Context: an optimization exercise on an open-source flow, tuned for small area, a short achievable clock period and few clock cycles per item. The choices shown serve that exercise and are no tape-out recipe. Only simulation tests tie the RTL to the original design; equivalence was not proved. Power is estimated from default activity; no workload was simulated.

[design/flow/config.mk]
export PLATFORM = sky130hd
export DESIGN_NAME = key_occurrence_counter_top
export DESIGN_NICKNAME = key_occurrence_counter_top
export VERILOG_FILES = /design/flow/design.v
export SDC_FILE = /design/flow/constraint.sdc
export NUM_CORES = 4
export LEC_CHECK = 0
export CAP_MARGIN = 20
export CORE_MARGIN = 2
export CORE_UTILIZATION = 50
export CTS_CLUSTER_DIAMETER = 100
export CTS_CLUSTER_SIZE = 20
export SETUP_SLACK_MARGIN = 5
export SLEW_MARGIN = 20
[design/flow/constraint.sdc]
create_clock -name core_clock -period 10.0 [get_ports {clock}]
set_input_delay 2.0000 -clock core_clock [delete_from_list [all_inputs] [get_ports {clock}]]
set_output_delay 2.0000 -clock core_clock [all_outputs]
set_load 0.01 [all_outputs]
[design/flow/design.v]
package koc_pkg;
   localparam int KEY_W               = 20;
   localparam int CODE_W              = 30;
   localparam int COUNT_W             = 16;
   localparam int TABLE_DEPTH_DEFAULT = 64;
   localparam int ITEM_W              = 1 + KEY_W + KEY_W;
   localparam logic [COUNT_W-1:0] COUNT_MAX = '1;
endpackage
module koc_queue (
   input  logic                        clock,
   input  logic                        reset,
   input  logic                        req_valid,
   output logic                        req_stall,
   input  logic [koc_pkg::ITEM_W-1:0]  req_item,
   input  logic                        pop,
   output logic                        head_load,
   output logic [koc_pkg::ITEM_W-1:0]  load_item,
   output logic                        head_valid,
   output logic [koc_pkg::ITEM_W-1:0]  head_item
);
   logic [koc_pkg::ITEM_W-1:0] slot_ff [2];
   logic                       wr_ptr_ff, rd_ptr_ff;
   logic [1:0]                 count_ff, count_in;
   logic                       full_ff;
   logic                       head_v_ff;
   logic [koc_pkg::ITEM_W-1:0] head_ff;
   logic                       push;
   logic                       take;
   assign push       = req_valid && !full_ff;
   assign head_load  = !head_v_ff || pop;
   assign take       = head_load && (count_ff != 2'd0);
   assign load_item  = slot_ff[rd_ptr_ff];
   assign req_stall  = full_ff;
   assign head_valid = head_v_ff;
   assign head_item  = head_ff;
   always_comb begin
      count_in = count_ff;
      if (push && !take) begin
         count_in = count_ff + 1'b1;
      end else if (take && !push) begin
         count_in = count_ff - 1'b1;
      end
   end
   always_ff @(posedge clock) begin
      if (reset) begin
         wr_ptr_ff <= 1'b0;
         rd_ptr_ff <= 1'b0;
         count_ff  <= 2'd0;
         full_ff   <= 1'b0;
         head_v_ff <= 1'b0;
      end else begin
         if (push) begin
            wr_ptr_ff <= !wr_ptr_ff;
         end
         if (take) begin
            rd_ptr_ff <= !rd_ptr_ff;
         end
         count_ff <= count_in;
         full_ff  <= (count_in == 2'd2);
         if (head_load) begin
            head_v_ff <= take;
         end
      end
   end
   always_ff @(posedge clock) begin
      if (push) begin
         slot_ff[wr_ptr_ff] <= req_item;
      end
      if (head_load) begin
         head_ff <= load_item;
      end
   end
endmodule
module koc_front (
   input  logic [koc_pkg::KEY_W-1:0]  group_code,
   output logic [koc_pkg::CODE_W-1:0] scaled
);
   logic [koc_pkg::CODE_W-1:0] g;
   assign g      = koc_pkg::CODE_W'(group_code);
   assign scaled = (g << 10) - (g << 4) - (g << 3);
endmodule
module koc_back #(
   parameter int TABLE_DEPTH = koc_pkg::TABLE_DEPTH_DEFAULT
) (
   input  logic                        clock,
   input  logic                        reset,
   input  logic                        head_load,
   input  logic                        load_mode,
   input  logic [koc_pkg::KEY_W-1:0]   load_key,
   input  logic                        head_valid,
   input  logic                        head_mode,
   input  logic [koc_pkg::KEY_W-1:0]   head_key,
   input  logic [koc_pkg::KEY_W-1:0]   head_group,
   output logic                        pop,
   output logic                        rsp_valid,
   input  logic                        rsp_stall,
   output logic [koc_pkg::COUNT_W-1:0] rsp_occurrence,
   output logic                        rsp_first_seen,
   output logic                        rsp_overflow,
   output logic [koc_pkg::CODE_W-1:0]  rsp_combined_code,
   output logic [koc_pkg::KEY_W-1:0]   rsp_entry_key,
   output logic                        rsp_entry_valid,
   output logic                        rsp_last
);
   localparam int IDX_W = (TABLE_DEPTH > 1) ? $clog2(TABLE_DEPTH) : 1;
   localparam int CNT_W = $clog2(TABLE_DEPTH + 1);
   logic [koc_pkg::KEY_W-1:0]   key_ff   [TABLE_DEPTH];
   logic [koc_pkg::COUNT_W-1:0] count_ff [TABLE_DEPTH];
   logic [CNT_W-1:0]            used_ff;
   logic [IDX_W-1:0]            idx_ff, idx_in;
   logic                        hit_ff, hit_in;
   logic                        ex_valid_ff;
   logic                        ex_mode_ff;
   logic                        ex_hit_ff;
   logic                        ex_room_ff;
   logic                        ex_last_ff;
   logic                        ex_empty_ff;
   logic [IDX_W-1:0]            ex_idx_ff;
   logic [koc_pkg::COUNT_W-1:0] ex_count_ff;
   logic                        ex_fwd_ff;
   logic [koc_pkg::KEY_W-1:0]   ex_key_ff;
   logic [koc_pkg::CODE_W-1:0]  ex_scaled_ff;
   logic                        out_free;
   logic                        ex_free;
   logic                        go_count;
   logic                        go_dump;
   logic                        go;
   logic                        is_count;
   logic                        is_dump;
   logic                        fwd;
   logic [TABLE_DEPTH-1:0]      match_in;
   logic                        append;
   logic                        room;
   logic                        empty;
   logic                        dump_last;
   logic [IDX_W-1:0]            rd_idx;
   logic [koc_pkg::COUNT_W-1:0] count_rd;
   logic [koc_pkg::KEY_W-1:0]   key_rd;
   logic                        ex_go;
   logic                        ex_write;
   logic [koc_pkg::COUNT_W-1:0] ex_count;
   logic [koc_pkg::COUNT_W-1:0] count_inc;
   logic [koc_pkg::COUNT_W-1:0] count_wr;
   logic [koc_pkg::CODE_W-1:0]  head_scaled;
   logic [koc_pkg::CODE_W-1:0]  ex_code;
   assign out_free  = !rsp_valid || !rsp_stall;
   assign ex_free   = !ex_valid_ff || out_free;
   assign is_count  = head_valid && !head_mode;
   assign is_dump   = head_valid && head_mode;
   assign go_count  = is_count && ex_free;
   assign go_dump   = is_dump && ex_free;
   assign go        = go_count || go_dump;
   assign room      = !used_ff[CNT_W-1];
   assign empty     = (used_ff == '0);
   assign dump_last = empty || ((CNT_W'(idx_ff) + 1'b1) == used_ff);
   assign pop       = go_count || (go_dump && dump_last);
   assign append    = go_count && !hit_ff && room;
   assign fwd = is_count && !hit_ff && room && (load_key == head_key);
   always_comb begin
      for (int i = 0; i < TABLE_DEPTH; i++) begin
         match_in[i] = (CNT_W'(i) < used_ff) && (key_ff[i] == load_key);
      end
   end
   always_comb begin
      idx_in = '0;
      for (int i = 0; i < TABLE_DEPTH; i++) begin
         idx_in = idx_in | ({IDX_W{match_in[i]}} & IDX_W'(i));
      end
      hit_in = |match_in;
      if (fwd) begin
         idx_in = used_ff[IDX_W-1:0];
         hit_in = 1'b1;
      end
      if (load_mode) begin
         idx_in = '0;
         hit_in = 1'b0;
      end
   end
   always_ff @(posedge clock) begin
      if (head_load) begin
         idx_ff <= idx_in;
         hit_ff <= hit_in;
      end else if (go_dump) begin
         idx_ff <= idx_ff + 1'b1;
      end
   end
   koc_front u_front (
      .group_code (head_group),
      .scaled     (head_scaled)
   );
   assign rd_idx   = (is_count && !hit_ff) ? used_ff[IDX_W-1:0] : idx_ff;
   assign count_rd = count_ff[idx_ff];
   assign key_rd   = key_ff[idx_ff];
   always_ff @(posedge clock) begin
      if (append) begin
         key_ff[used_ff[IDX_W-1:0]] <= head_key;
      end
   end
   always_ff @(posedge clock) begin
      if (reset) begin
         used_ff     <= '0;
         ex_valid_ff <= 1'b0;
      end else begin
         if (append) begin
            used_ff <= used_ff + 1'b1;
         end
         if (ex_free) begin
            ex_valid_ff <= go;
         end
      end
   end
   always_ff @(posedge clock) begin
      if (go) begin
         ex_mode_ff  <= head_mode;
         ex_hit_ff   <= hit_ff;
         ex_room_ff  <= room;
         ex_last_ff  <= dump_last;
         ex_empty_ff <= empty;
         ex_idx_ff   <= rd_idx;
         ex_count_ff <= count_rd;
         ex_fwd_ff   <= ex_write && (rd_idx == ex_idx_ff);
         ex_key_ff   <= is_dump ? key_rd : head_key;
         ex_scaled_ff <= head_scaled;
      end
   end
   assign ex_go     = ex_valid_ff && out_free;
   assign ex_write  = ex_go && !ex_mode_ff && (ex_hit_ff || ex_room_ff);
   assign ex_count  = ex_fwd_ff ? rsp_occurrence : ex_count_ff;
   assign count_inc = (ex_count == koc_pkg::COUNT_MAX) ? ex_count : ex_count + 1'b1;
   assign count_wr  = ex_hit_ff ? count_inc : koc_pkg::COUNT_W'(1);
   always_ff @(posedge clock) begin
      if (ex_write) begin
         count_ff[ex_idx_ff] <= count_wr;
      end
   end
   assign ex_code = ex_scaled_ff + koc_pkg::CODE_W'(ex_key_ff);
   always_ff @(posedge clock) begin
      if (reset) begin
         rsp_valid <= 1'b0;
      end else begin
         rsp_valid <= ex_go || (rsp_valid && rsp_stall);
      end
   end
   always_ff @(posedge clock) begin
      if (ex_go) begin
         if (!ex_mode_ff) begin
            rsp_occurrence    <= (ex_hit_ff || ex_room_ff) ? count_wr : '0;
            rsp_first_seen    <= !ex_hit_ff && ex_room_ff;
            rsp_overflow      <= !ex_hit_ff && !ex_room_ff;
            rsp_combined_code <= ex_code;
            rsp_entry_key     <= ex_key_ff;
            rsp_entry_valid   <= 1'b1;
            rsp_last          <= 1'b1;
         end else begin
            rsp_occurrence    <= ex_empty_ff ? '0 : ex_count;
            rsp_first_seen    <= 1'b0;
            rsp_overflow      <= 1'b0;
            rsp_combined_code <= '0;
            rsp_entry_key     <= ex_empty_ff ? '0 : ex_key_ff;
            rsp_entry_valid   <= !ex_empty_ff;
            rsp_last          <= ex_last_ff;
         end
      end
   end
endmodule
module key_occurrence_counter_top #(
   parameter int TABLE_DEPTH = koc_pkg::TABLE_DEPTH_DEFAULT
) (
   input  logic                          clock,
   input  logic                          reset,
   input  logic                          req_valid,
   output logic                          req_stall,
   input  logic                          req_mode,
   input  logic [koc_pkg::KEY_W-1:0]     req_key,
   input  logic [koc_pkg::KEY_W-1:0]     req_group_code,
   output logic                          rsp_valid,
   input  logic                          rsp_stall,
   output logic [koc_pkg::COUNT_W-1:0]   rsp_occurrence,
   output logic                          rsp_first_seen,
   output logic                          rsp_overflow,
   output logic [koc_pkg::CODE_W-1:0]    rsp_combined_code,
   output logic [koc_pkg::KEY_W-1:0]     rsp_entry_key,
   output logic                          rsp_entry_valid,
   output logic                          rsp_last
);
   logic                        pop;
   logic                        head_load;
   logic [koc_pkg::ITEM_W-1:0]  load_item;
   logic                        load_mode;
   logic [koc_pkg::KEY_W-1:0]   load_key;
   logic [koc_pkg::KEY_W-1:0]   load_group;
   logic                        head_valid;
   logic [koc_pkg::ITEM_W-1:0]  head_item;
   logic                        head_mode;
   logic [koc_pkg::KEY_W-1:0]   head_key;
   logic [koc_pkg::KEY_W-1:0]   head_group;
   koc_queue u_queue (
      .clock      (clock),
      .reset      (reset),
      .req_valid  (req_valid),
      .req_stall  (req_stall),
      .req_item   ({req_mode, req_key, req_group_code}),
      .pop        (pop),
      .head_load  (head_load),
      .load_item  (load_item),
      .head_valid (head_valid),
      .head_item  (head_item)
   );
   assign {load_mode, load_key, load_group} = load_item;
   assign {head_mode, head_key, head_group} = head_item;
   koc_back #(
      .TABLE_DEPTH (TABLE_DEPTH)
   ) u_back (
      .clock             (clock),
      .reset             (reset),
      .head_load         (head_load),
      .load_mode         (load_mode),
      .load_key          (load_key),
      .head_valid        (head_valid),
      .head_mode         (head_mode),
      .head_key          (head_key),
      .head_group        (head_group),
      .pop               (pop),
      .rsp_valid         (rsp_valid),
      .rsp_stall         (rsp_stall),
      .rsp_occurrence    (rsp_occurrence),
      .rsp_first_seen    (rsp_first_seen),
      .rsp_overflow      (rsp_overflow),
      .rsp_combined_code (rsp_combined_code),
      .rsp_entry_key     (rsp_entry_key),
      .rsp_entry_valid   (rsp_entry_valid),
      .rsp_last          (rsp_last)
   );
endmodule
[design/flow/flow/run.sh]
#!/bin/bash
set -euo pipefail
bash standard.sh SETUP_SLACK_MARGIN=6.3 TNS_END_PERCENT=5 \
   "BUFFER_PORTS_ARGS=-buffer_cell sky130_fd_sc_hd__buf_4" finish > standard.log 2>&1
[design/flow/standard.sh]
#!/bin/bash
# synth_recipe.tcl (not shown) runs the flow's synth.tcl, then flattens the netlist and writes it again
# the make line also repeats each setting of config.mk as NAME=value (left out here)
make -C /OpenROAD-flow-scripts/flow DESIGN_CONFIG=/design/flow/config.mk WORK_HOME=/design/flow/orfs CLKGATE_MAP_FILE= SYNTH_SCRIPT=/design/flow/synth_recipe.tcl "${@:-finish}"
==> impl_metrics.csv, run 1 <==
group,metric,value,unit
sta,timing.final.setup_violations,0,
global_route,grt_pass1_wl,573000,um
yosys,most_used_dff_post_synth,"sky130_fd_sc_hd__edfxtp_1",
cts,cts.sinks,2601,
sta,unrepaired_setup_endpoints_after_global_routing,"yes",
cts,clkLatencyLatePin,0.85,ns
sta,finalWorstPathRequiredPeriod,3.96,ns
global_route,grt_antenna_before_repair,28,
yosys,post_synthesis_sequential_area_ratio,65.8,%
cells_and_area,sequential_cell_area,0.0779,mm2
power_and_ir_drop,leakagePower,0.0406,uW
cts,cts_made_buffers,150,
die,num_io_pins,117,
sta,report.final.slew_viol_count,0,
route,detail_route.wl_per_cell,41.3,um
worst_hold_path,hold_path_class,"flop to flop",
global_route,grt_overflow_total,0,
cts,htree_levels,4,
route,drt_first_iter_violations,10600,
die,core_region_area,0.235,mm2
cts,cts_hold_buffers,0,
route,drt.antenna.violating_nets,0,
critical_path,path_class,"primary input to flop",
yosys,post-synth-top-area-cell,"sky130_fd_sc_hd__edfxtp_1",
route,routed-via-count,68600,
yosys,synth.ff_latch_count,2601,
yosys,synthDistinctLibCells,90,
global_route,grtUsageTotal,34.8,%
sta,max_freq,252,MHz
cells_and_area,area_of_the_multi_input_gates,0.0394,mm2
place,portBuffers,116,
power_and_ir_drop,post_layout_total_power,30400,uW
run,max_cap_viol_count,0,
sta,setup_total_negative_slack,0,ns
die,die-area,0.241,mm2
place,hpwl,251000,um
cts,cts.root.buffer_cell,"sky130_fd_sc_hd__clkbuf_16",
die,chipHeight,491,um
global_route,maximum_number_of_pins_on_one_net_before_global_route_repair,74,
cts,clk_pin_slew_worst_paths,0.08,ns
cells_and_area,fin_nets,7100,
yosys,post_synth_main_area_contributors,"sky130_fd_sc_hd__edfxtp_1 (65%), sky130_fd_sc_hd__mux4_2 (14%), sky130_fd_sc_hd__xnor2_1 (7.4%)",
yosys,synth_area_per_cell,18.0,um2
die,fp-row-count,178,
route,average_via_count_per_standard_cell,6.73,
yosys,yosysTopAreaCellShare,65.4,%
critical_path,worst_setup_path_start_kind,"primary input",
sta,tightest_slew,1.18,ns
route,drt-total-wl,422000,um
cells_and_area,number_of_fillers_in_the_final_layout,18000,
sta,finalHoldViolCount,0,
status,run_status,"finished clean",
sta,max-slew-margin-rel,21.2,%
cells_and_area,area_growth,12.8,%
die,initial_core_util,50.3,%
critical_path,worstPathRequired,10.54,ns
yosys,async_flop_share,0,%
route,route.detailed.drc,0,
critical_path,setup.worst_path.end_class,"flop",
route,dr.pass1.iters,6,
power_and_ir_drop,vdd.ir_drop.worst,0.185,mV
yosys,synth_edf_count,2579,
critical_path,crit_path_max_fanout,9,
critical_path,worst-endpoint-arrival,4.50,ns
global_route,grt_pass1_vias,66600,
sta,finClkSkew,0.0371,ns
yosys,synth_warnings,2,
yosys,netlist_area,0.118,mm2
place,place.gp.congestion,0.958,
cells_and_area,post_route_cells_drive_above_1_share,26.7,%
die,die_w,491,um
sta,period_share,39.6,%
cts,cts_max_path_buffers,3,
power_and_ir_drop,p_per_area,228,mW/mm2
yosys,synth_nets,6695,
cts,tritoncts,"built",
yosys,synthCells,6581,
[layout make-up]
class                   count  area share [%]
diodes                     12          0.0225
clock buffers             176            2.88
clock inverters            28           0.320
inverters                  78           0.224
multi-input cells        3530            29.5
flip-flops and latches   2601            58.3
well taps                3150            2.95
repair buffers            625            5.75
[final timing paths]
check / end / slack, ns / cells past startpoint / start
hold reg to reg: u_back.rsp_last / 0.52 / 1 / u_back.ex_last_ff
setup / recovery: u_back.count_ff[32][2] / 6.04 / 7 / rsp_stall
setup reg to reg: u_back.idx_ff[0] / 6.10 / 9 / u_back.used_ff[3]
hold / removal: u_back.rsp_last / 0.52 / 1 / u_back.ex_last_ff
[synth_stat cells (all sizes together), types with 22 or more instances]
master and instances:
a21oi 79, and2 33, buf 221, clkbuf 151
dfxtp 22, edfxtp 2579, ha 55, inv 76
mux2 46, mux2i 54, mux4 744, nand2 101
nand3 52, nand4 127, nor2 227, nor3 69
nor4 251, o21ai 54, or3 24, xnor2 1003
xor2 360
[metal layers]
| layer | global-route usage, % | routed length, um |
|---|---|---|
| met5 | 0 | 140 |
| met4 | 21.5 | 32700 |
| met3 | 7.31 | 43200 |
| met2 | 52.7 | 190000 |
| met1 | 46.3 | 155000 |
[power breakdown]
part,internal (uW),switching [uW]
clock,2820,3670
combinational,3750,6600
sequential,13400,242
[timing repair]
action | in CTS | in global routing
endpoints found under the setup margin | 1126 | 1052
cloned | 50 | 0
buffers inserted | 191 | 2
gates resized for setup | 314 | 22
pin swaps | 45 | 0
endpoints found under the hold margin | 0 | 0
[flip-flops by register name, summed over array words and instances, names as in the netlist, 2 cells and up, named ones only]
register	flops
u_back.count_ff	1024
u_back.ex_count_ff	16
u_back.ex_idx_ff	6
u_back.ex_key_ff	20
u_back.ex_scaled_ff	27
u_back.idx_ff	6
u_back.key_ff	1280
u_back.rsp_combined_code	30
u_back.rsp_entry_key	20
u_back.rsp_occurrence	16
u_back.used_ff	7
u_queue.count_ff	2
u_queue.head_ff	41
u_queue.slot_ff	82
[worst max-delay path, stage by stage]
cell and delay (ns):
sky130_fd_sc_hd__buf_4 0.12, sky130_fd_sc_hd__nand2_1 0.05, sky130_fd_sc_hd__nand2_1 0.11, sky130_fd_sc_hd__nor4_1 0.56
sky130_fd_sc_hd__nand2_1 0.62, sky130_fd_sc_hd__nor2_2 0.70, sky130_fd_sc_hd__buf_4 0.33
[per-stage QoR]
stage          cells  instance area, um2  util [%]  setup slack, ns  hold WS, ns
2_1_floorplan   6581              118000         -             5.77        0.428
3_3_place_gp    9739              124000      52.5             4.18        0.478
3_5_place_dp    9739              124000      52.5             4.11        0.499
4_1_cts        10200              133000      56.6             6.11        0.518
5_1_grt        10200              134000      56.7             6.03        0.544
6_report       10200              134000      56.7             6.04        0.518
[layout by cell type (no fill, tap or decap), types with 76 or more instances in the layout]
cell,netlist,final
sky130_fd_sc_hd__nand2_1,101,100
sky130_fd_sc_hd__buf_4,67,426
sky130_fd_sc_hd__xor2_1,360,360
sky130_fd_sc_hd__nor4_1,246,193
sky130_fd_sc_hd__a21oi_1,79,76
sky130_fd_sc_hd__nand4_1,127,127
sky130_fd_sc_hd__buf_12,4,91
sky130_fd_sc_hd__mux4_2,744,744
sky130_fd_sc_hd__nor2_1,227,107
sky130_fd_sc_hd__edfxtp_1,2579,2579
sky130_fd_sc_hd__nor2_2,0,109
sky130_fd_sc_hd__clkbuf_16,0,150
sky130_fd_sc_hd__xnor2_1,1001,995
[logic make-up after synthesis]
family	count (synthesis)	share of synthesized area, %
AO/OA/AOI/OAI	292	1.66
XOR/XNOR	1363	10.1
adder cells (fa/ha/maj)	69	0.818
buffers and inverters	450	2.09
flip-flops	2601	65.8
multiplexers	844	15.2
AND/OR/NAND/NOR	962	4.35
Testbench counts, summed over its fixed seeds: cycles 11,050, items 8,000.
==> run 2: changes to the inputs <==
--- a/design/flow/design.v
+++ b/design/flow/design.v
@@ -18,8 +18,7 @@
    output logic                        head_valid,
    output logic [koc_pkg::ITEM_W-1:0]  head_item
 );
-   logic [koc_pkg::ITEM_W-1:0] slot_ff [2];
-   logic                       wr_ptr_ff, rd_ptr_ff;
+   logic [koc_pkg::ITEM_W-1:0] slot0_ff, slot1_ff;
    logic [1:0]                 count_ff, count_in;
    logic                       full_ff;
    logic                       head_v_ff;
@@ -29,7 +28,7 @@
    assign push       = req_valid && !full_ff;
    assign head_load  = !head_v_ff || pop;
    assign take       = head_load && (count_ff != 2'd0);
-   assign load_item  = slot_ff[rd_ptr_ff];
+   assign load_item  = slot0_ff;
    assign req_stall  = full_ff;
    assign head_valid = head_v_ff;
    assign head_item  = head_ff;
@@ -43,18 +42,10 @@
    end
    always_ff @(posedge clock) begin
       if (reset) begin
-         wr_ptr_ff <= 1'b0;
-         rd_ptr_ff <= 1'b0;
          count_ff  <= 2'd0;
          full_ff   <= 1'b0;
          head_v_ff <= 1'b0;
       end else begin
-         if (push) begin
-            wr_ptr_ff <= !wr_ptr_ff;
-         end
-         if (take) begin
-            rd_ptr_ff <= !rd_ptr_ff;
-         end
          count_ff <= count_in;
          full_ff  <= (count_in == 2'd2);
          if (head_load) begin
@@ -63,8 +54,11 @@
       end
    end
    always_ff @(posedge clock) begin
-      if (push) begin
-         slot_ff[wr_ptr_ff] <= req_item;
+      if (take || (count_ff == 2'd0)) begin
+         slot0_ff <= full_ff ? slot1_ff : req_item;
+      end
+      if (!full_ff) begin
+         slot1_ff <= req_item;
       end
       if (head_load) begin
          head_ff <= load_item;
@@ -109,6 +103,7 @@
    logic [CNT_W-1:0]            used_ff;
    logic [IDX_W-1:0]            idx_ff, idx_in;
    logic                        hit_ff, hit_in;
+   logic                        app_ff;
    logic                        ex_valid_ff;
    logic                        ex_mode_ff;
    logic                        ex_hit_ff;
@@ -154,8 +149,8 @@
    assign empty     = (used_ff == '0);
    assign dump_last = empty || ((CNT_W'(idx_ff) + 1'b1) == used_ff);
    assign pop       = go_count || (go_dump && dump_last);
-   assign append    = go_count && !hit_ff && room;
-   assign fwd = is_count && !hit_ff && room && (load_key == head_key);
+   assign append    = is_count && !hit_ff && !app_ff && room;
+   assign fwd = append && (load_key == head_key);
    always_comb begin
       for (int i = 0; i < TABLE_DEPTH; i++) begin
          match_in[i] = (CNT_W'(i) < used_ff) && (key_ff[i] == load_key);
@@ -180,15 +175,19 @@
       if (head_load) begin
          idx_ff <= idx_in;
          hit_ff <= hit_in;
+         app_ff <= 1'b0;
       end else if (go_dump) begin
          idx_ff <= idx_ff + 1'b1;
+      end else if (append) begin
+         idx_ff <= used_ff[IDX_W-1:0];
+         app_ff <= 1'b1;
       end
    end
    koc_front u_front (
       .group_code (head_group),
       .scaled     (head_scaled)
    );
-   assign rd_idx   = (is_count && !hit_ff) ? used_ff[IDX_W-1:0] : idx_ff;
+   assign rd_idx   = (is_count && !hit_ff && !app_ff) ? used_ff[IDX_W-1:0] : idx_ff;
    assign count_rd = count_ff[idx_ff];
    assign key_rd   = key_ff[idx_ff];
    always_ff @(posedge clock) begin
@@ -213,7 +212,7 @@
       if (go) begin
          ex_mode_ff  <= head_mode;
          ex_hit_ff   <= hit_ff;
-         ex_room_ff  <= room;
+         ex_room_ff  <= room || app_ff;
          ex_last_ff  <= dump_last;
          ex_empty_ff <= empty;
          ex_idx_ff   <= rd_idx;
@@ -224,7 +223,7 @@
       end
    end
    assign ex_go     = ex_valid_ff && out_free;
-   assign ex_write  = ex_go && !ex_mode_ff && (ex_hit_ff || ex_room_ff);
+   assign ex_write  = ex_valid_ff && !ex_mode_ff && (ex_hit_ff || ex_room_ff);
    assign ex_count  = ex_fwd_ff ? rsp_occurrence : ex_count_ff;
    assign count_inc = (ex_count == koc_pkg::COUNT_MAX) ? ex_count : ex_count + 1'b1;
    assign count_wr  = ex_hit_ff ? count_inc : koc_pkg::COUNT_W'(1);
==> design/flow/flow/run.sh (replaced) <==
#!/bin/bash
# Standard ORFS layout (the standard.sh, with its standard synthesis), with
# these changes to how the layout is made:
# - every port is still given a buffer, but a plain buf_4 rather than the
#   delay cell buffer_ports picks by default;
# - the resizer may swap a gate for a larger size of a different width
#   (sky130hd's config only lets it swap cells of the same footprint).
set -euo pipefail
bash standard.sh SETUP_SLACK_MARGIN=6.4 TNS_END_PERCENT=5 MATCH_CELL_FOOTPRINT=0 \
   "BUFFER_PORTS_ARGS=-buffer_cell sky130_fd_sc_hd__buf_4" finish > standard.log 2>&1
==> impl_metrics.csv, run 2 <==
group,metric,value,unit
power_and_ir_drop,p_sw_share,32.1,%
sta,timing.final.setup_violations,0,
cts,clk_pin_slew_worst_paths,0.08,ns
cts,cts_max_path_buffers,3,
critical_path,r2r_cells,10,
cells_and_area,layout_commonest_cell,"sky130_fd_sc_hd__edfxtp_1",
critical_path,timing.rr.start,"u_back.used_ff[1]",
yosys,post_synth_main_area_contributors,"sky130_fd_sc_hd__edfxtp_1 (63%), sky130_fd_sc_hd__mux4_2 (14%), sky130_fd_sc_hd__xor2_1 (8.4%)",
worst_hold_path,min_delay_worst_endpoint,"u_queue.head_ff[11]",
cells_and_area,fin_nets,7622,
global_route,maximum_number_of_pins_on_one_net_before_global_route_repair,100,
power_and_ir_drop,post_layout_total_power,25700,uW
yosys,yosysTopAreaCellShare,62.8,%
critical_path,reg2reg_slack,6.07,ns
global_route,grt_use_met3,10.2,%
power_and_ir_drop,clock_power_share,26.1,%
cts,cts.root.buffer_cell,"sky130_fd_sc_hd__clkbuf_16",
sta,unrepaired_setup_endpoints_after_global_routing,"yes",
sta,final_worst_slack,6.07,ns
power_and_ir_drop,vdd.ir_drop.worst,0.162,mV
critical_path,worst_setup_path_start_kind,"flop",
sta,finalHoldViolCount,0,
run,max_cap_viol_count,0,
route,drt.antenna.violating_nets,0,
worst_hold_path,whs_path_depth,0,
cts,cts_made_buffers,153,
global_route,use_met2,57.1,%
route,average_via_count_per_standard_cell,7.13,
critical_path,worst-path-buf-inv,2,
critical_path,crit_path_max_fanout,18,
route,detail_route.wl_per_cell,45.2,um
route,routed-via-count,76900,
cts,tritoncts,"built",
global_route,grt_pass1_wl,643000,um
sta,tightest_slew,1.40,ns
sta,setup_total_negative_slack,0,ns
cts,cts.sinks,2599,
power_and_ir_drop,p_per_area,192,mW/mm2
critical_path,cp_top_family,"compound AO/OA/AOI/OAI gates",
place,hpwl,317000,um
global_route,grt_antenna_before_repair,63,
global_route,globalRoute.busiestLayer,"met2",
critical_path,path_class,"flop to flop",
place,portBuffers,116,
cts,htree_levels,4,
critical_path,worst-endpoint-arrival,4.56,ns
die,num_io_pins,117,
route,drt-total-wl,488000,um
yosys,post_synthesis_sequential_area_ratio,63.8,%
die,fp-row-count,180,
cells_and_area,largest_register_ffs,1280,
global_route,grt_util_met1,50.4,%
die,chipHeight,497,um
sta,report.final.slew_viol_count,0,
yosys,synthDistinctLibCells,91,
yosys,synth_area_per_cell,16.7,um2
place,place.gp.congestion,1.04,
yosys,yosys.cell_count.top_type,"sky130_fd_sc_hd__edfxtp_1",
die,die_w,497,um
place,placement.setup.worst_slack,4.96,ns
cells_and_area,mostFrequentLayoutCells,"sky130_fd_sc_hd__edfxtp_1 (2,538), sky130_fd_sc_hd__xor2_1 (1,143), sky130_fd_sc_hd__mux4_2 (744), sky130_fd_sc_hd__nor4_1 (449), sky130_fd_sc_hd__buf_4 (353)",
critical_path,worstPathRequired,10.63,ns
critical_path,worstReg2RegEnd,"u_back.idx_ff[5]",
worst_hold_path,hold_path_class,"flop to flop",
sta,whs,0.419,ns
route,route.detailed.drc,0,
yosys,synth_warnings,2,
power_and_ir_drop,seq_power_share,51.1,%
critical_path,cp_slowest_cell,"sky130_fd_sc_hd__or4_1",
critical_path,setup.worst_path.end_class,"flop",
route,dr.pass1.iters,8,
power_and_ir_drop,leakagePower,0.0414,uW
sta,max-slew-margin-rel,5.87,%
yosys,synth_nets,7376,
sta,finClkSkew,0.0448,ns
die,initial_core_util,50.4,%
sta,period_share,39.3,%
global_route,grt_pass1_vias,72400,
critical_path,sequence_of_cells_on_the_critical_path,"buf_4 > a21oi_2 > buf_4 > nand2_1 > o2111ai_1 > o22ai_1 > a311o_1 > or4_1 > o211ai_1 > nand2_1",
power_and_ir_drop,combinationalPowerShare,22.9,%
cts,cts_hold_buffers,0,
power_and_ir_drop,net-switching-power,8260,uW
status,run_status,"finished clean",
yosys,most_used_dff_post_synth,"sky130_fd_sc_hd__edfxtp_1",
yosys,async_flop_share,0,%
worst_hold_path,hold_path.startpoint,"u_queue.slot0_ff[11]",
sta,finalWorstPathRequiredPeriod,3.93,ns
critical_path,critPathMaxStageDelay,0.58,ns
cts,clkLatencyLatePin,0.89,ns
yosys,synth_edf_count,2538,
route,drt_first_iter_violations,12300,
die,die-area,0.247,mm2
cells_and_area,post_route_cells_drive_above_1_share,22.8,%
die,core_region_area,0.241,mm2
yosys,post-synth-top-area-cell,"sky130_fd_sc_hd__edfxtp_1",
yosys,synth.ff_latch_count,2599,
yosys,synthCells,7262,
power_and_ir_drop,p_int,17500,uW
global_route,grtUsageTotal,38.3,%
yosys,synth.top_cells.by_count,"sky130_fd_sc_hd__edfxtp_1 (2,538), sky130_fd_sc_hd__xor2_1 (1,161), sky130_fd_sc_hd__mux4_2 (744)",
global_route,grt_overflow_total,0,
cells_and_area,area_growth,10.5,%
sta,max_freq,254,MHz
yosys,netlist_area,0.121,mm2
## run 2: logic make-up after synthesis
family	after synthesis	share of synthesized area, %
buffers and inverters	440	1.72
adders and majority gates	70	0.806
muxes	843	14.7
and+or+nand+nor	1644	7.46
AOI/OAI and AO/OA	295	1.65
xor gates and xnor gates	1371	9.91
DFF	2599	63.8
## run 2: cell type report
| class | instances | area (um2) |
|---|---|---|
| diodes | 37 | 92.6 |
| multi-input cells | 4237 | 43200 |
| clock inverters | 29 | 485 |
| repair buffers | 458 | 4740 |
| clock buffers | 182 | 3990 |
| flip-flops and latches | 2599 | 77500 |
| inverters | 59 | 225 |
| fillers | 18900 | 107000 |
| well taps | 3185 | 3990 |
## run 2: worst max path at each step
stage	to	slack, ns	cells after the start	startpoint
finish	u_back.idx_ff[5]	6.07	10	u_back.used_ff[1]
global route	u_back.count_ff[50][12]	6.13	7	u_back.ex_mode_ff
CTS	u_back.ex_count_ff[6]	6.14	5	u_back.idx_ff[0]
detailed placement	u_back.hit_ff	4.96	10	u_queue.slot0_ff[24]
global placement	u_back.hit_ff	4.84	10	u_queue.slot0_ff[37]
floorplan	u_back.count_ff[0][13]	5.79	8	u_back.ex_fwd_ff
## run 2: what timing repair did
item                                    in CTS  in global routing
resized for setup                          173                104
setup buffers                               25                 14
pin swaps                                    4                  8
gates cloned                                18                 17
endpoints found under the setup margin    1423               1205
## run 2: power by group through the flow
| stage | clock [uW] | combinational, uW | sequential (uW) |
|---|---|---|---|
| floorplan | 0 | 2950 | 13400 |
| CTS | 6750 | 5450 | 13100 |
| detailed placement | 0 | 5160 | 13400 |
| global route | 7110 | 6050 | 13200 |
| finish | 6700 | 5880 | 13100 |
| global placement | 0 | 5160 | 13400 |
## run 2: per-layer routing
layer	vias to the layer above	wire length, um	part of all wire, %
met5	-	309	0.063
met4	34	38900	8.0
met3	1319	55000	11
met2	5757	214000	44
met1	40400	179000	37
li1	29400	-	-
## run 2: through the flow
step / util, % / area (um2) / std cells
after floorplan: - / 121000 / 7262
after global placement: 52.8 / 127000 / 10500
after detailed placement: 52.8 / 127000 / 10500
after CTS: 55.2 / 133000 / 10700
after global routing: 55.6 / 134000 / 10800
final: 55.7 / 134000 / 10800
## run 2: worst reg2reg max path: stages, from the launching register on
cell                        delay [ns]
sky130_fd_sc_hd__dfxtp_1          0.44
sky130_fd_sc_hd__buf_4            0.31
sky130_fd_sc_hd__a21oi_2          0.43
sky130_fd_sc_hd__buf_4            0.27
sky130_fd_sc_hd__nand2_1          0.21
sky130_fd_sc_hd__o2111ai_1        0.18
sky130_fd_sc_hd__o22ai_1          0.29
sky130_fd_sc_hd__a311o_1          0.46
sky130_fd_sc_hd__or4_1            0.59
sky130_fd_sc_hd__o211ai_1         0.42
sky130_fd_sc_hd__nand2_1          0.10
Testbench counts of run 2, summed over its fixed seeds: cycles 11,050, items 8,000.
==> run 3: changes to the inputs <==
--- a/design/flow/design.v
+++ b/design/flow/design.v
@@ -113,6 +113,7 @@
    logic [IDX_W-1:0]            ex_idx_ff;
    logic [koc_pkg::COUNT_W-1:0] ex_count_ff;
    logic                        ex_fwd_ff;
+   logic [TABLE_DEPTH-1:0]      ex_wsel_ff;
    logic [koc_pkg::KEY_W-1:0]   ex_key_ff;
    logic [koc_pkg::CODE_W-1:0]  ex_scaled_ff;
    logic                        out_free;
@@ -199,12 +200,17 @@
       if (reset) begin
          used_ff     <= '0;
          ex_valid_ff <= 1'b0;
+         ex_wsel_ff  <= '0;
       end else begin
          if (append) begin
             used_ff <= used_ff + 1'b1;
          end
          if (ex_free) begin
             ex_valid_ff <= go;
+            for (int i = 0; i < TABLE_DEPTH; i++) begin
+               ex_wsel_ff[i] <= go_count && (hit_ff || app_ff || room)
+                                && (rd_idx == IDX_W'(i));
+            end
          end
       end
    end
@@ -228,8 +234,10 @@
    assign count_inc = (ex_count == koc_pkg::COUNT_MAX) ? ex_count : ex_count + 1'b1;
    assign count_wr  = ex_hit_ff ? count_inc : koc_pkg::COUNT_W'(1);
    always_ff @(posedge clock) begin
-      if (ex_write) begin
-         count_ff[ex_idx_ff] <= count_wr;
+      for (int i = 0; i < TABLE_DEPTH; i++) begin
+         if (ex_wsel_ff[i]) begin
+            count_ff[i] <= count_wr;
+         end
       end
    end
    assign ex_code = ex_scaled_ff + koc_pkg::CODE_W'(ex_key_ff);
==> impl_metrics.csv, run 3 <==
group,metric,value,unit
global_route,grt_pass1_wl,691000,um
route,route.detailed.drc,0,
cts,cts_max_path_buffers,3,
sta,finClkSkew,0.105,ns
yosys,async_flop_share,0,%
place,detailed_place.area,0.127,mm2
cts,cts.root.buffer_cell,"sky130_fd_sc_hd__clkbuf_16",
yosys,synth_warnings,3,
cells_and_area,mostFrequentLayoutCells,"sky130_fd_sc_hd__edfxtp_1 (2,538), sky130_fd_sc_hd__xor2_1 (879), sky130_fd_sc_hd__xnor2_1 (484), sky130_fd_sc_hd__buf_4 (423), sky130_fd_sc_hd__mux4_2 (420)",
sta,finalWorstPathRequiredPeriod,3.90,ns
cts,cts_made_buffers,154,
sta,max_freq,257,MHz
sta,timing.final.setup_violations,0,
yosys,synth_nets,7924,
route,dr.pass1.iters,6,
die,initial_core_util,50.2,%
global_route,grt_overflow_total,0,
cts,clk_pin_slew_worst_paths,0.10,ns
global_route,grt_antenna_before_repair,70,
place,portBuffers,116,
cells_and_area,largest_register_ffs,1280,
worst_hold_path,hold_path.startpoint,"u_queue.slot0_ff[15]",
critical_path,worst_setup_path_start_kind,"flop",
cells_and_area,post_route_cells_drive_above_1_share,20.2,%
die,chipHeight,497,um
cells_and_area,fin_nets,8236,
yosys,most_used_dff_post_synth,"sky130_fd_sc_hd__edfxtp_1",
yosys,yosys.cell_count.top_type,"sky130_fd_sc_hd__edfxtp_1",
status,run_status,"finished clean",
cts,cts.sinks,2663,
yosys,synth_edf_count,2538,
die,die_w,497,um
power_and_ir_drop,p_per_area,198,mW/mm2
die,die-area,0.247,mm2
critical_path,path_class,"flop to flop",
global_route,maximum_number_of_pins_on_one_net_before_global_route_repair,80,
route,drt_first_iter_violations,15700,
global_route,grtUsageTotal,41.4,%
global_route,grt_pass1_vias,76400,
cells_and_area,area_growth,11.6,%
route,detail_route.wl_per_cell,46.7,um
sta,max-slew-margin-rel,17.3,%
route,drt-total-wl,534000,um
power_and_ir_drop,vdd.ir_drop.worst,0.152,mV
sta,setup_total_negative_slack,0,ns
cts,htree_levels,4,
critical_path,timing.critical_path.from,"u_back.idx_ff[3]",
worst_hold_path,hold_path_class,"flop to flop",
die,core_region_area,0.243,mm2
sta,unrepaired_setup_endpoints_after_global_routing,"yes",
route,drt.antenna.violating_nets,0,
yosys,synthDistinctLibCells,92,
yosys,synthCells,7807,
place,place.gp.congestion,1.00,
power_and_ir_drop,leakagePower,0.0426,uW
sta,tightest_slew,1.24,ns
sta,finalHoldViolCount,0,
sta,report.final.slew_viol_count,0,
die,num_io_pins,117,
run,max_cap_viol_count,0,
yosys,post-synth-top-area-cell,"sky130_fd_sc_hd__edfxtp_1",
critical_path,crit_path_max_fanout,11,
sta,period_share,39.0,%
cells_and_area,fin_area,0.136,mm2
cells_and_area,final-instance-count-excl-fill,11400,
die,fp-row-count,181,
cells_and_area,layout_commonest_cell,"sky130_fd_sc_hd__edfxtp_1",
yosys,netlist_area,0.122,mm2
critical_path,worst-endpoint-arrival,4.50,ns
critical_path,timing.rr.start,"u_back.idx_ff[3]",
yosys,post_synth_main_area_contributors,"sky130_fd_sc_hd__edfxtp_1 (63%), sky130_fd_sc_hd__mux4_2 (7.8%), sky130_fd_sc_hd__xor2_1 (6.3%)",
yosys,yosysTopAreaCellShare,62.6,%
cts,clkLatencyLatePin,0.91,ns
route,average_via_count_per_standard_cell,7.31,
yosys,synth.top_cells.by_count,"sky130_fd_sc_hd__edfxtp_1 (2,538), sky130_fd_sc_hd__xor2_1 (880), sky130_fd_sc_hd__xnor2_1 (493)",
route,routed-via-count,83600,
critical_path,worstPathRequired,10.60,ns
cts,tritoncts,"built",
critical_path,setup.worst_path.end_class,"flop",
place,hpwl,339000,um
sta,whs,0.422,ns
yosys,synth.ff_latch_count,2663,
yosys,synth_area_per_cell,15.6,um2
yosys,post_synthesis_sequential_area_ratio,64.7,%
place,placed_insts,11000,
==> run 3: kinds of logic after synthesis <==
family                   synth area share [%]
buffers and inverters                    1.94
AND/OR/NAND/NOR                          8.44
multiplexers                             8.69
adder cells (fa/ha/maj)                 0.827
AO/OA/AOI/OAI                            5.51
XOR/XNOR                                 9.90
flip-flops                               64.7
==> run 3: final timing paths <==
check / endpoint / slack [ns] / depth (start not counted)
max: u_back.ex_count_ff[1] / 6.10 / 11
max reg2reg: u_back.ex_count_ff[1] / 6.10 / 11
min: u_queue.head_ff[15] / 0.42 / 0
min reg2reg: u_queue.head_ff[15] / 0.42 / 0
==> run 3: report_power, final <==
group	switching, uW	internal [uW]
Combinational	4570	1810
Sequential	294	13200
Clock	3930	3010
==> run 3: cell type report <==
| class | count | area (um2) |
|---|---|---|
| Inverter | 65 | 278 |
| Clock inverter | 27 | 553 |
| Multi-Input combinational cell | 4666 | 42200 |
| Clock buffer | 204 | 4120 |
| Fill cell | 19200 | 107000 |
| Antenna cell | 38 | 95.1 |
| Timing Repair Buffer | 569 | 5730 |
| Tap cell | 3202 | 4010 |
| Sequential cell | 2663 | 78800 |
==> run 3: metal layers <==
metal	up-vias	global-route usage (%)	part of all wire [%]
li1	31700	-	-
met1	43000	56.2	36
met2	7362	58.7	42
met3	1483	14.2	15
met4	30	22.0	7.1
met5	-	0	0.043
==> run 3: per-stage QoR <==
| step | worst slack, ns | power [uW] | util, % |
|---|---|---|---|
| after floorplan | 5.60 | 17100 | - |
| after global placement | 4.91 | 19400 | 52.5 |
| after detailed placement | 4.95 | 19400 | 52.6 |
| after CTS | 6.16 | 26300 | 55.0 |
| after global routing | 6.12 | 27400 | 56.0 |
| final | 6.10 | 26800 | 56.0 |
==> run 3: repair_timing <==
item / 4_1_cts / 5_1_grt
gates resized for setup: 148 / 286
buffers inserted: 52 / 88
hold buffers: 0 / 0
gates cloned: 11 / 12
pin swaps: 12 / 50
setup endpoints to repair: 1417 / 860
==> run 3: critical path: stages (launching register included) <==
cell	delay [ns]
sky130_fd_sc_hd__edfxtp_1	0.52
sky130_fd_sc_hd__buf_4	0.20
sky130_fd_sc_hd__nor2_1	0.13
sky130_fd_sc_hd__nand2_4	0.16
sky130_fd_sc_hd__nor2_4	0.13
sky130_fd_sc_hd__buf_4	0.26
sky130_fd_sc_hd__a22o_1	0.27
sky130_fd_sc_hd__a221oi_1	0.21
sky130_fd_sc_hd__buf_4	0.25
sky130_fd_sc_hd__nand4_1	0.54
sky130_fd_sc_hd__or4_4	0.66
sky130_fd_sc_hd__mux2_2	0.28
Testbench counts of run 3, summed over its fixed seeds: cycles 11,050, items 8,000.
==> run 4: changes to the inputs <==
--- a/design/flow/config.mk
+++ b/design/flow/config.mk
@@ -5,10 +5,10 @@
 export SDC_FILE = /design/flow/constraint.sdc
 export NUM_CORES = 4
 export LEC_CHECK = 0
-export CAP_MARGIN = 20
+export CAP_MARGIN = 50
 export CORE_MARGIN = 2
 export CORE_UTILIZATION = 50
 export CTS_CLUSTER_DIAMETER = 100
 export CTS_CLUSTER_SIZE = 20
 export SETUP_SLACK_MARGIN = 5
-export SLEW_MARGIN = 20
+export SLEW_MARGIN = 70
==> impl_metrics.csv, run 4 <==
group,metric,value,unit
critical_path,worst-endpoint-arrival,4.45,ns
cells_and_area,largest_register_ffs,1280,
global_route,grt_pass1_vias,78000,
yosys,yosysTopAreaCellShare,62.6,%
sta,whs,0.422,ns
die,fp-row-count,181,
status,run_status,"finished clean",
cts,cts_hold_buffers,0,
yosys,synth_nets,7924,
cts,cts_max_path_buffers,3,
die,chipHeight,497,um
yosys,synth_edf_count,2538,
route,routed-via-count,84200,
cells_and_area,post_route_cells_drive_above_1_share,24.7,%
place,portBuffers,116,
sta,max-slew-margin-rel,66.2,%
global_route,maximum_number_of_pins_on_one_net_before_global_route_repair,66,
yosys,post-synth-top-area-cell,"sky130_fd_sc_hd__edfxtp_1",
cells_and_area,number_of_fillers_in_the_final_layout,18500,
cells_and_area,fin_nets,8501,
yosys,most_used_dff_post_synth,"sky130_fd_sc_hd__edfxtp_1",
cells_and_area,area_of_the_multi_input_gates,0.0435,mm2
die,initial_core_util,50.2,%
place,place.gp.congestion,1.00,
cells_and_area,postLayoutCoreUtil,58.6,%
die,die-area,0.247,mm2
sta,finalWorstPathRequiredPeriod,3.83,ns
cts,cts_made_buffers,156,
yosys,post_synth_main_area_contributors,"sky130_fd_sc_hd__edfxtp_1 (63%), sky130_fd_sc_hd__mux4_2 (7.8%), sky130_fd_sc_hd__xor2_1 (6.3%)",
die,die_w,497,um
cells_and_area,area_growth,16.7,%
cts,clkLatencyLatePin,0.92,ns
route,dr.pass1.iters,9,
yosys,synth.ff_latch_count,2663,
power_and_ir_drop,vdd.ir_drop.worst,0.173,mV
sta,finalHoldViolCount,0,
yosys,post_synthesis_sequential_area_ratio,64.7,%
sta,max_freq,261,MHz
critical_path,path_class,"flop to flop",
sta,finClkSkew,0.0702,ns
cts,tritoncts,"built",
route,detail_route.wl_per_cell,44.8,um
critical_path,crit_path_max_fanout,22,
sta,setup_total_negative_slack,0,ns
yosys,yosys.cell_count.top_type,"sky130_fd_sc_hd__edfxtp_1",
cells_and_area,mostFrequentLayoutCells,"sky130_fd_sc_hd__edfxtp_1 (2,538), sky130_fd_sc_hd__xor2_1 (843), sky130_fd_sc_hd__xnor2_1 (450), sky130_fd_sc_hd__mux4_2 (420), sky130_fd_sc_hd__buf_4 (373)",
power_and_ir_drop,p_per_area,191,mW/mm2
route,route.detailed.drc,0,
critical_path,worst_setup_path_start_kind,"flop",
sta,report.final.slew_viol_count,0,
global_route,grtUsageTotal,41.4,%
sta,timing.final.setup_violations,0,
yosys,netlist_area,0.122,mm2
cells_and_area,layout_commonest_cell,"sky130_fd_sc_hd__edfxtp_1",
cells_and_area,sequential_cell_area,0.0790,mm2
cts,cts.root.buffer_cell,"sky130_fd_sc_hd__clkbuf_16",
global_route,grt_overflow_total,0,
power_and_ir_drop,leakagePower,0.0452,uW
yosys,synthDistinctLibCells,92,
critical_path,worstPathRequired,10.62,ns
worst_hold_path,hold_path_class,"flop to flop",
route,drt.antenna.violating_nets,0,
run,max_cap_viol_count,0,
route,average_via_count_per_standard_cell,7.19,
cts,htree_levels,4,
critical_path,setup.worst_path.end_class,"flop",
die,num_io_pins,117,
global_route,grt_antenna_before_repair,65,
global_route,grt_pass1_wl,695000,um
yosys,synthCells,7807,
yosys,async_flop_share,0,%
route,drt_first_iter_violations,15500,
sta,unrepaired_setup_endpoints_after_global_routing,"yes",
place,hpwl,372000,um
yosys,synth_warnings,3,
sta,tightest_slew,0.493,ns
cts,cts.sinks,2663,
cts,clk_pin_slew_worst_paths,0.09,ns
route,drt-total-wl,524000,um
yosys,synth.top_cells.by_count,"sky130_fd_sc_hd__edfxtp_1 (2,538), sky130_fd_sc_hd__xor2_1 (880), sky130_fd_sc_hd__xnor2_1 (493)",
die,core_region_area,0.243,mm2
yosys,synth_area_per_cell,15.6,um2
sta,period_share,38.3,%
## run 4: cell counts after synthesis
No cell type changed its count.
## run 4: worst paths after layout
path,from,to,slack (ns),cells past startpoint
worst max-delay path,u_queue.slot0_ff[24],u_back.idx_ff[0],6.17,11
worst min-delay path,u_queue.slot0_ff[15],u_queue.head_ff[15],0.42,0
worst min register to register,u_queue.slot0_ff[15],u_queue.head_ff[15],0.42,0
worst max register to register,u_queue.slot0_ff[24],u_back.idx_ff[0],6.17,11
## run 4: cell families after synthesis
logic type / synth area share (%)
and+or+nand+nor: 8.44
DFF: 64.7
buffers and inverters: 1.94
xor gates and xnor gates: 9.90
AOI/OAI and AO/OA: 5.51
muxes: 8.69
adders and majority gates: 0.827
## run 4: area by class of cell
class | instances | share of cell area, %
sequential | 2663 | 55.6
multi-input combinational | 4664 | 30.6
timing repair buffer | 834 | 7.44
clock buffer | 200 | 2.86
tap | 3202 | 2.82
clock inverter | 34 | 0.403
inverter | 65 | 0.190
antenna | 39 | 0.0687
## run 4: routing by layer
| layer | vias up | routed length (um) | share of wire, % | GRT usage (%) |
|---|---|---|---|---|
| li1 | 32200 | - | - | - |
| met1 | 43500 | 191000 | 36 | 56.1 |
| met2 | 7171 | 221000 | 42 | 59.0 |
| met3 | 1310 | 76300 | 15 | 13.7 |
| met4 | 30 | 35700 | 6.8 | 22.6 |
| met5 | - | 198 | 0.038 | 0.212 |
## run 4: repair_timing
action | CTS | global route
buffers inserted | 42 | 18
cloned | 8 | 6
pin swaps | 25 | 7
setup endpoints to repair | 182 | 499
gates resized for setup | 161 | 26
## run 4: report_power, final
part           leakage [uW]  total (uW)  internal, uW  switching (uW)
Sequential           0.0242       13400         13200             186
Combinational        0.0188        6870          2190            4680
Clock               0.00221        6900          2980            3920
## run 4: worst max-delay path, cell delays in order (launching register included)
cell	delay (ns)
sky130_fd_sc_hd__edfxtp_1	0.34
sky130_fd_sc_hd__clkbuf_8	0.34
sky130_fd_sc_hd__buf_4	0.44
sky130_fd_sc_hd__xor2_1	0.32
sky130_fd_sc_hd__nor4_1	0.10
sky130_fd_sc_hd__and4_1	0.24
sky130_fd_sc_hd__a32oi_1	0.40
sky130_fd_sc_hd__o311ai_4	0.21
sky130_fd_sc_hd__buf_2	0.24
sky130_fd_sc_hd__or3_1	0.46
sky130_fd_sc_hd__o31ai_1	0.30
sky130_fd_sc_hd__o21bai_1	0.10
## run 4: through the flow
stage          cells  total power (uW)  setup WS, ns  instance area (um2)
5_1_grt        11700             27800          6.16               142000
3_3_place_gp   11000             19400          4.91               127000
4_1_cts        11600             26800          6.29               141000
6_report       11700             27100          6.17               142000
3_5_place_dp   11300             20000          5.12               135000
2_1_floorplan   7807             17100          5.60               122000
==> run 5: changes to the inputs <==
--- a/design/flow/flow/run.sh
+++ b/design/flow/flow/run.sh
@@ -6,5 +6,5 @@
 # - the resizer may swap a gate for a larger size of a different width
 #   (sky130hd's config only lets it swap cells of the same footprint).
 set -euo pipefail
-bash standard.sh SETUP_SLACK_MARGIN=6.4 TNS_END_PERCENT=5 MATCH_CELL_FOOTPRINT=0 \
+bash standard.sh SETUP_SLACK_MARGIN=6.4 TNS_END_PERCENT=100 MATCH_CELL_FOOTPRINT=0 \
    "BUFFER_PORTS_ARGS=-buffer_cell sky130_fd_sc_hd__buf_4" finish > standard.log 2>&1
--- a/design/flow/config.mk
+++ b/design/flow/config.mk
@@ -5,10 +5,10 @@
 export SDC_FILE = /design/flow/constraint.sdc
 export NUM_CORES = 4
 export LEC_CHECK = 0
-export CAP_MARGIN = 50
+export CAP_MARGIN = 20
 export CORE_MARGIN = 2
 export CORE_UTILIZATION = 50
 export CTS_CLUSTER_DIAMETER = 100
 export CTS_CLUSTER_SIZE = 20
 export SETUP_SLACK_MARGIN = 5
-export SLEW_MARGIN = 70
+export SLEW_MARGIN = 20
==> impl_metrics.csv, run 5 <==
group,metric,value,unit
critical_path,worst-endpoint-arrival,4.56,ns
sta,finClkSkew,0.0888,ns
yosys,dominant_combinational_cell_family_by_area_after_synthesis,"XOR/XNOR gates",
yosys,post-synth-top-area-cell,"sky130_fd_sc_hd__edfxtp_1",
critical_path,timing.rr.start,"u_queue.slot0_ff[21]",
route,drt-total-wl,551000,um
place,hpwl,353000,um
yosys,synth_compound_gate_area_share,5.51,%
cts,cts_made_buffers,157,
status,run_status,"finished clean",
critical_path,sequence_of_cells_on_the_critical_path,"buf_16 > xnor2_1 > nand2_1 > or4b_2 > nor4_4 > a21oi_1 > nand4_1 > nor4_4 > buf_4 > o41ai_4",
critical_path,timing.critical_path.from,"u_queue.slot0_ff[21]",
critical_path,critPathMaxStageDelay,0.73,ns
sta,report.final.slew_viol_count,0,
sta,max-slew-margin-rel,19.7,%
cells_and_area,postLayoutCoreUtil,56.7,%
yosys,synthDistinctLibCells,92,
place,place.gp.congestion,0.996,
run,max_cap_viol_count,0,
yosys,yosys.cell_count.top_type,"sky130_fd_sc_hd__edfxtp_1",
yosys,muxShareOfSynthArea,8.69,%
cts,cts.root.buffer_cell,"sky130_fd_sc_hd__clkbuf_16",
yosys,async_flop_share,0,%
die,core_region_area,0.243,mm2
global_route,grt_pass1_wl,710000,um
global_route,maximum_number_of_pins_on_one_net_before_global_route_repair,100,
route,dr.pass1.iters,8,
yosys,synth-xor-area-share,9.90,%
cells_and_area,area_growth,13.0,%
critical_path,setup.worst_path.end_class,"flop",
global_route,grtUsageTotal,42.7,%
sta,max_freq,256,MHz
route,route.detailed.drc,0,
yosys,synth.ff_latch_count,2663,
power_and_ir_drop,vdd.ir_drop.worst,0.163,mV
cts,clkLatencyLatePin,0.93,ns
critical_path,path_common_cell,"sky130_fd_sc_hd__nor4_4",
cts,cts.sinks,2663,
place,placed_insts,11000,
worst_hold_path,hold_path.startpoint,"u_queue.slot0_ff[15]",
route,drt_first_iter_violations,14800,
worst_hold_path,hold_path_class,"flop to flop",
route,routed-via-count,83700,
yosys,synth_edf_count,2538,
route,detail_route.wl_per_cell,48.0,um
power_and_ir_drop,leakagePower,0.0431,uW
cells_and_area,post_route_cells_drive_above_1_share,21.9,%
sta,unrepaired_setup_endpoints_after_global_routing,"yes",
die,fp-row-count,181,
cts,cts_max_path_buffers,3,
yosys,synth_warnings,3,
critical_path,crit_path_max_fanout,67,
yosys,post_synth_main_area_contributors,"sky130_fd_sc_hd__edfxtp_1 (63%), sky130_fd_sc_hd__mux4_2 (7.8%), sky130_fd_sc_hd__xor2_1 (6.3%)",
sta,tightest_slew,1.20,ns
cts,tritoncts,"built",
cts,clk_pin_slew_worst_paths,0.09,ns
global_route,grt_pass1_vias,77600,
critical_path,worstPathRequired,10.65,ns
yosys,synth.top_cells.by_count,"sky130_fd_sc_hd__edfxtp_1 (2,538), sky130_fd_sc_hd__xor2_1 (880), sky130_fd_sc_hd__xnor2_1 (493)",
sta,whs,0.417,ns
yosys,synth_nets,7924,
sta,period_share,39.1,%
die,num_io_pins,117,
critical_path,cp_slowest_cell,"sky130_fd_sc_hd__or4b_2",
yosys,netlist_area,0.122,mm2
die,chipHeight,497,um
sta,timing.final.setup_violations,0,
cts,cts_hold_buffers,0,
yosys,synthCells,7807,
yosys,synth_simple_gate_area_share,8.44,%
sta,setup_total_negative_slack,0,ns
cells_and_area,largest_register_ffs,1280,
cts,htree_levels,4,
yosys,yosys.area_share.adder,0.827,%
critical_path,worst_setup_path_start_kind,"flop",
cells_and_area,final-instance-count-excl-fill,11500,
yosys,yosysTopAreaCellShare,62.6,%
die,die_w,497,um
route,average_via_count_per_standard_cell,7.28,
global_route,grt_overflow_total,0,
power_and_ir_drop,p_per_area,198,mW/mm2
cells_and_area,fin_nets,8293,
global_route,grt_antenna_before_repair,52,
die,initial_core_util,50.2,%
cells_and_area,mostFrequentLayoutCells,"sky130_fd_sc_hd__edfxtp_1 (2,538), sky130_fd_sc_hd__xor2_1 (867), sky130_fd_sc_hd__xnor2_1 (486), sky130_fd_sc_hd__buf_4 (442), sky130_fd_sc_hd__mux4_2 (420)",
sta,final_worst_slack,6.09,ns
place,placement.setup.worst_slack,4.79,ns
critical_path,path_class,"flop to flop",
yosys,post_synthesis_sequential_area_ratio,64.7,%
route,drt.antenna.violating_nets,0,
yosys,synth_area_per_cell,15.6,um2
critical_path,cp_top_family,"simple AND/OR/NAND/NOR gates",
critical_path,worst-path-buf-inv,2,
sta,finalWorstPathRequiredPeriod,3.91,ns
cells_and_area,layout_commonest_cell,"sky130_fd_sc_hd__edfxtp_1",
place,portBuffers,116,
sta,finalHoldViolCount,0,
die,die-area,0.247,mm2
yosys,most_used_dff_post_synth,"sky130_fd_sc_hd__edfxtp_1",
## run 5: cell counts after synthesis
No cell type changed its count.
## run 5: worst reg2reg max path, delay by kind of cell, from the launching register on
kind	cells	cell delay, ns
AO/OA/AOI/OAI	2	0.46
XOR/XNOR	1	0.70
buffers and inverters	2	0.44
flip-flops	1	0.45
AND/OR/NAND/NOR	5	1.62
## run 5: path summary, 6_finish.rpt
check | endpoint | slack [ns] | cells past startpoint
worst max register to register | u_back.idx_ff[5] | 6.09 | 10
worst max-delay path | u_back.idx_ff[5] | 6.09 | 10
worst min register to register | u_queue.head_ff[15] | 0.42 | 0
worst min-delay path | u_queue.head_ff[15] | 0.42 | 0
## run 5: logic make-up after synthesis
logic type	count (synthesis)
xor gates and xnor gates	1374
AOI/OAI and AO/OA	873
DFF	2663
adders and majority gates	72
muxes	521
and+or+nand+nor	1824
buffers and inverters	480
## run 5: power breakdown
part,switching (uW),internal (uW)
Clock,3940,3120
Sequential,307,13200
Combinational,4730,1930
## run 5: repair_timing
item	4_1_cts	5_1_grt
endpoints found under the setup margin	1386	783
buffers inserted	105	88
gates resized for setup	370	165
hold endpoints to repair	0	0
cloned	21	20
pin swaps	41	54
## run 5: final cells by class
| class | count | area, um2 |
|---|---|---|
| Antenna cell | 32 | 80.1 |
| Fill cell | 19000 | 105000 |
| Inverter | 65 | 280 |
| Tap cell | 3202 | 4010 |
| Timing Repair Buffer | 614 | 6460 |
| Clock inverter | 36 | 643 |
| Clock buffer | 207 | 4150 |
| Sequential cell | 2663 | 78800 |
| Multi-Input combinational cell | 4675 | 43000 |
## run 5: stage by stage
stage / total power [uW] / instance area, um2
2_1_floorplan: 17100 / 122000
3_3_place_gp: 19500 / 128000
3_5_place_dp: 19500 / 128000
4_1_cts: 26700 / 135000
5_1_grt: 27800 / 137000
6_report: 27300 / 137000
## run 5: metal layers
layer  vias to the layer above  GRT usage (%)  routed length [um]
met5                         -              0                 351
met2                      7016           62.8              237000
met1                     43100           55.7              193000
li1                      31800              -                   -
met4                        40           28.6               49000
met3                      1645           11.3               71200
==> run 6: changes to the inputs <==
--- a/design/flow/config.mk
+++ b/design/flow/config.mk
@@ -7,8 +7,8 @@
 export LEC_CHECK = 0
 export CAP_MARGIN = 20
 export CORE_MARGIN = 2
-export CORE_UTILIZATION = 50
+export CORE_UTILIZATION = 45
 export CTS_CLUSTER_DIAMETER = 100
 export CTS_CLUSTER_SIZE = 20
 export SETUP_SLACK_MARGIN = 5
-export SLEW_MARGIN = 20
+export SLEW_MARGIN = 40
==> impl_metrics.csv, run 6 <==
group,metric,value,unit
place,portBuffers,116,
sta,max-slew-margin-rel,32.0,%
power_and_ir_drop,seq_power_share,49.8,%
yosys,post-synth-top-area-cell,"sky130_fd_sc_hd__edfxtp_1",
yosys,most_used_dff_post_synth,"sky130_fd_sc_hd__edfxtp_1",
power_and_ir_drop,p_int,18200,uW
power_and_ir_drop,p_per_area,197,mW/mm2
route,dr.pass1.iters,8,
global_route,grt_antenna_before_repair,65,
cells_and_area,area_growth,13.2,%
run,max_cap_viol_count,0,
yosys,async_flop_share,0,%
global_route,grt_pass1_wl,695000,um
die,die_w,524,um
yosys,synth.ff_latch_count,2663,
yosys,netlist_area,0.122,mm2
place,placement.setup.worst_slack,5.08,ns
sta,unrepaired_setup_endpoints_after_global_routing,"yes",
yosys,synth_area_per_cell,15.6,um2
yosys,post_synth_main_area_contributors,"sky130_fd_sc_hd__edfxtp_1 (63%), sky130_fd_sc_hd__mux4_2 (7.8%), sky130_fd_sc_hd__xor2_1 (6.3%)",
place,hpwl,330000,um
power_and_ir_drop,combinationalPowerShare,24.8,%
cells_and_area,fin_nets,8315,
power_and_ir_drop,net-switching-power,8930,uW
sta,setup_total_negative_slack,0,ns
critical_path,sequence_of_cells_on_the_critical_path,"buf_4 > clkbuf_8 > xor2_1 > nor4_1 > nand4_1 > o21ai_0 > nor4_2 > a31oi_1",
cells_and_area,layout_commonest_cell,"sky130_fd_sc_hd__edfxtp_1",
sta,tightest_slew,1.02,ns
yosys,synth.top_cells.by_count,"sky130_fd_sc_hd__edfxtp_1 (2,538), sky130_fd_sc_hd__xor2_1 (880), sky130_fd_sc_hd__xnor2_1 (493)",
sta,report.final.slew_viol_count,0,
die,chipHeight,524,um
critical_path,worst-endpoint-arrival,4.48,ns
die,num_io_pins,117,
cells_and_area,fin_area,0.138,mm2
power_and_ir_drop,clock_power_share,25.4,%
sta,max_freq,267,MHz
global_route,grtUsageTotal,37.5,%
critical_path,cp_top_family,"simple AND/OR/NAND/NOR gates",
cts,cts.sinks,2663,
cts,cts_max_path_buffers,4,
cts,cts_hold_buffers,0,
global_route,grt_overflow_total,0,
sta,finalHoldViolCount,0,
critical_path,cp_slowest_cell,"sky130_fd_sc_hd__o21ai_0",
cells_and_area,number_of_fillers_in_the_final_layout,22000,
power_and_ir_drop,vdd.ir_drop.worst,0.149,mV
critical_path,worst-path-buf-inv,2,
route,detail_route.wl_per_cell,45.5,um
status,run_status,"finished clean",
route,drt.antenna.violating_nets,0,
yosys,yosysTopAreaCellShare,62.6,%
power_and_ir_drop,p_sw_share,32.9,%
cts,clkLatencyLatePin,0.96,ns
cts,htree_levels,4,
place,detailed_place.area,0.129,mm2
critical_path,worstPathRequired,10.74,ns
critical_path,critPathMaxStageDelay,0.83,ns
cells_and_area,largest_register_ffs,1280,
power_and_ir_drop,leakagePower,0.0431,uW
place,place.gp.congestion,1.05,
critical_path,worst_setup_path_start_kind,"flop",
cells_and_area,mostFrequentLayoutCells,"sky130_fd_sc_hd__edfxtp_1 (2,538), sky130_fd_sc_hd__xor2_1 (877), sky130_fd_sc_hd__xnor2_1 (485), sky130_fd_sc_hd__buf_4 (447), sky130_fd_sc_hd__mux4_2 (420)",
sta,period_share,37.4,%
critical_path,crit_path_max_fanout,34,
sta,timing.final.setup_violations,0,
global_route,grt_pass1_vias,77900,
route,drt-total-wl,539000,um
sta,final_worst_slack,6.26,ns
yosys,synthCells,7807,
cts,cts.root.buffer_cell,"sky130_fd_sc_hd__clkbuf_16",
cells_and_area,post_route_cells_drive_above_1_share,21.7,%
yosys,synthDistinctLibCells,92,
yosys,post_synthesis_sequential_area_ratio,64.7,%
cts,tritoncts,"built",
cts,clk_pin_slew_worst_paths,0.09,ns
die,initial_core_util,45.3,%
route,drt_first_iter_violations,15900,
yosys,synth_warnings,3,
sta,finalWorstPathRequiredPeriod,3.74,ns
yosys,synth_nets,7924,
global_route,maximum_number_of_pins_on_one_net_before_global_route_repair,125,
route,route.detailed.drc,0,
route,average_via_count_per_standard_cell,7.15,
critical_path,path_class,"flop to flop",
route,routed-via-count,84800,
yosys,synth_edf_count,2538,
worst_hold_path,hold_path_class,"flop to flop",
cts,cts_made_buffers,159,
critical_path,setup.worst_path.end_class,"flop",
die,die-area,0.275,mm2
die,core_region_area,0.268,mm2
yosys,yosys.cell_count.top_type,"sky130_fd_sc_hd__edfxtp_1",
sta,finClkSkew,0.0804,ns
die,fp-row-count,190,
run 6: cell counts after synthesis:
Identical to the previous run, type by type.
run 6: cell families after synthesis:
kind of cell,share of synthesized area [%]
AOI/OAI and AO/OA,5.51
xor gates and xnor gates,9.90
adders and majority gates,0.827
buffers and inverters,1.94
DFF,64.7
muxes,8.69
and+or+nand+nor,8.44
run 6: path summary, 6_finish.rpt:
check | cells past startpoint | slack (ns) | start | end
max | 8 | 6.26 | u_queue.slot0_ff[24] | u_back.hit_ff
min | 0 | 0.42 | u_queue.slot0_ff[4] | u_queue.head_ff[4]
max reg2reg | 8 | 6.26 | u_queue.slot0_ff[24] | u_back.hit_ff
min reg2reg | 0 | 0.42 | u_queue.slot0_ff[4] | u_queue.head_ff[4]
run 6: repair_timing:
action	CTS	global route
pin swaps	24	51
cloned	28	20
buffers inserted	83	93
resized for setup	282	183
endpoints found under the setup margin	1223	1142
run 6: cell type report:
cell class                      count  area [um2]  share of cell area, %
Sequential cell                  2663       78900                   57.3
Multi-Input combinational cell   4671       42700                   31.0
Timing Repair Buffer              637        6850                   4.97
Tap cell                         3552        4440                   3.23
Clock buffer                      215        4290                   3.11
Inverter                           65         282                  0.204
Clock inverter                     21         180                  0.131
Antenna cell                       31        77.6                 0.0563
Timing Repair inverter              1        16.3                 0.0118
run 6: per-stage QoR:
| stage | total power (uW) | hold slack (ns) | util (%) | instances |
|---|---|---|---|---|
| after detailed placement | 19400 | 0.405 | 47.9 | 11400 |
| after CTS | 26500 | 0.424 | 50.5 | 11700 |
| final | 27100 | 0.423 | 51.3 | 11900 |
| after global placement | 19400 | 0.403 | 47.7 | 11300 |
| after global routing | 27600 | 0.438 | 51.3 | 11800 |
| after floorplan | 17100 | 0.400 | - | 7807 |
run 6: metal layers:
metal | vias up | GRT usage (%) | share of wire, %
met3 | 1781 | 11.7 | 15
met5 | - | 0 | 0.044
li1 | 31800 | - | -
met2 | 7704 | 54.1 | 42
met4 | 34 | 22.6 | 8.1
met1 | 43500 | 49.6 | 35
run 6: power by group through the flow:
stage	combinational, uW	sequential (uW)	clock, uW
2_1_floorplan	3250	13800	0
3_3_place_gp	5590	13800	0
3_5_place_dp	5650	13800	0
4_1_cts	6140	13500	6870
5_1_grt	6910	13500	7220
6_report	6740	13500	6880

what the ideal ports hide:
No port has a modelled driver above. Below, the same layouts with a new extraction and two added sets of constraints.
Step 1 assumes that a clkbuf_16 drives the clock port and a buf_2 every other input.
Step 2 moves the port delays by t, midway between the first and last clock arrival at a register: inputs arrive t later, outputs are due t later. That takes back most of the time a late clock gives input paths.
a / b / c = ideal ports / drivers / drivers and shift; a / b = the first two.
| run | t, ns | setup WS [ns] | worst setup path after step 2 | clock arrival spread, ns | pins driven straight from the clock port |
|---|---|---|---|---|---|
| run 1 | 0.944 | 6.039 / 6.005 / 5.061 | input to register | 0.049 / 0.048 | 1 |
| run 2 | 0.964 | 6.068 / 6.068 / 5.312 | input to register | 0.049 / 0.048 | 1 |
| run 3 | 0.961 | 6.103 / 6.103 / 5.458 | input to register | 0.106 / 0.107 | 1 |
| run 4 | 0.976 | 6.170 / 6.170 / 5.573 | input to register | 0.083 / 0.083 | 1 |
| run 5 | 0.991 | 6.091 / 6.091 / 5.462 | input to register | 0.091 / 0.090 | 1 |
| run 6 | 1.010 | 6.257 / 6.257 / 5.660 | input to register | 0.093 / 0.094 | 1 |
After both steps every run listed still meets setup and hold. For run 1, which loses most, drivers alone change the setup slack by -0.034 ns; drivers and shift together by -0.978 ns.
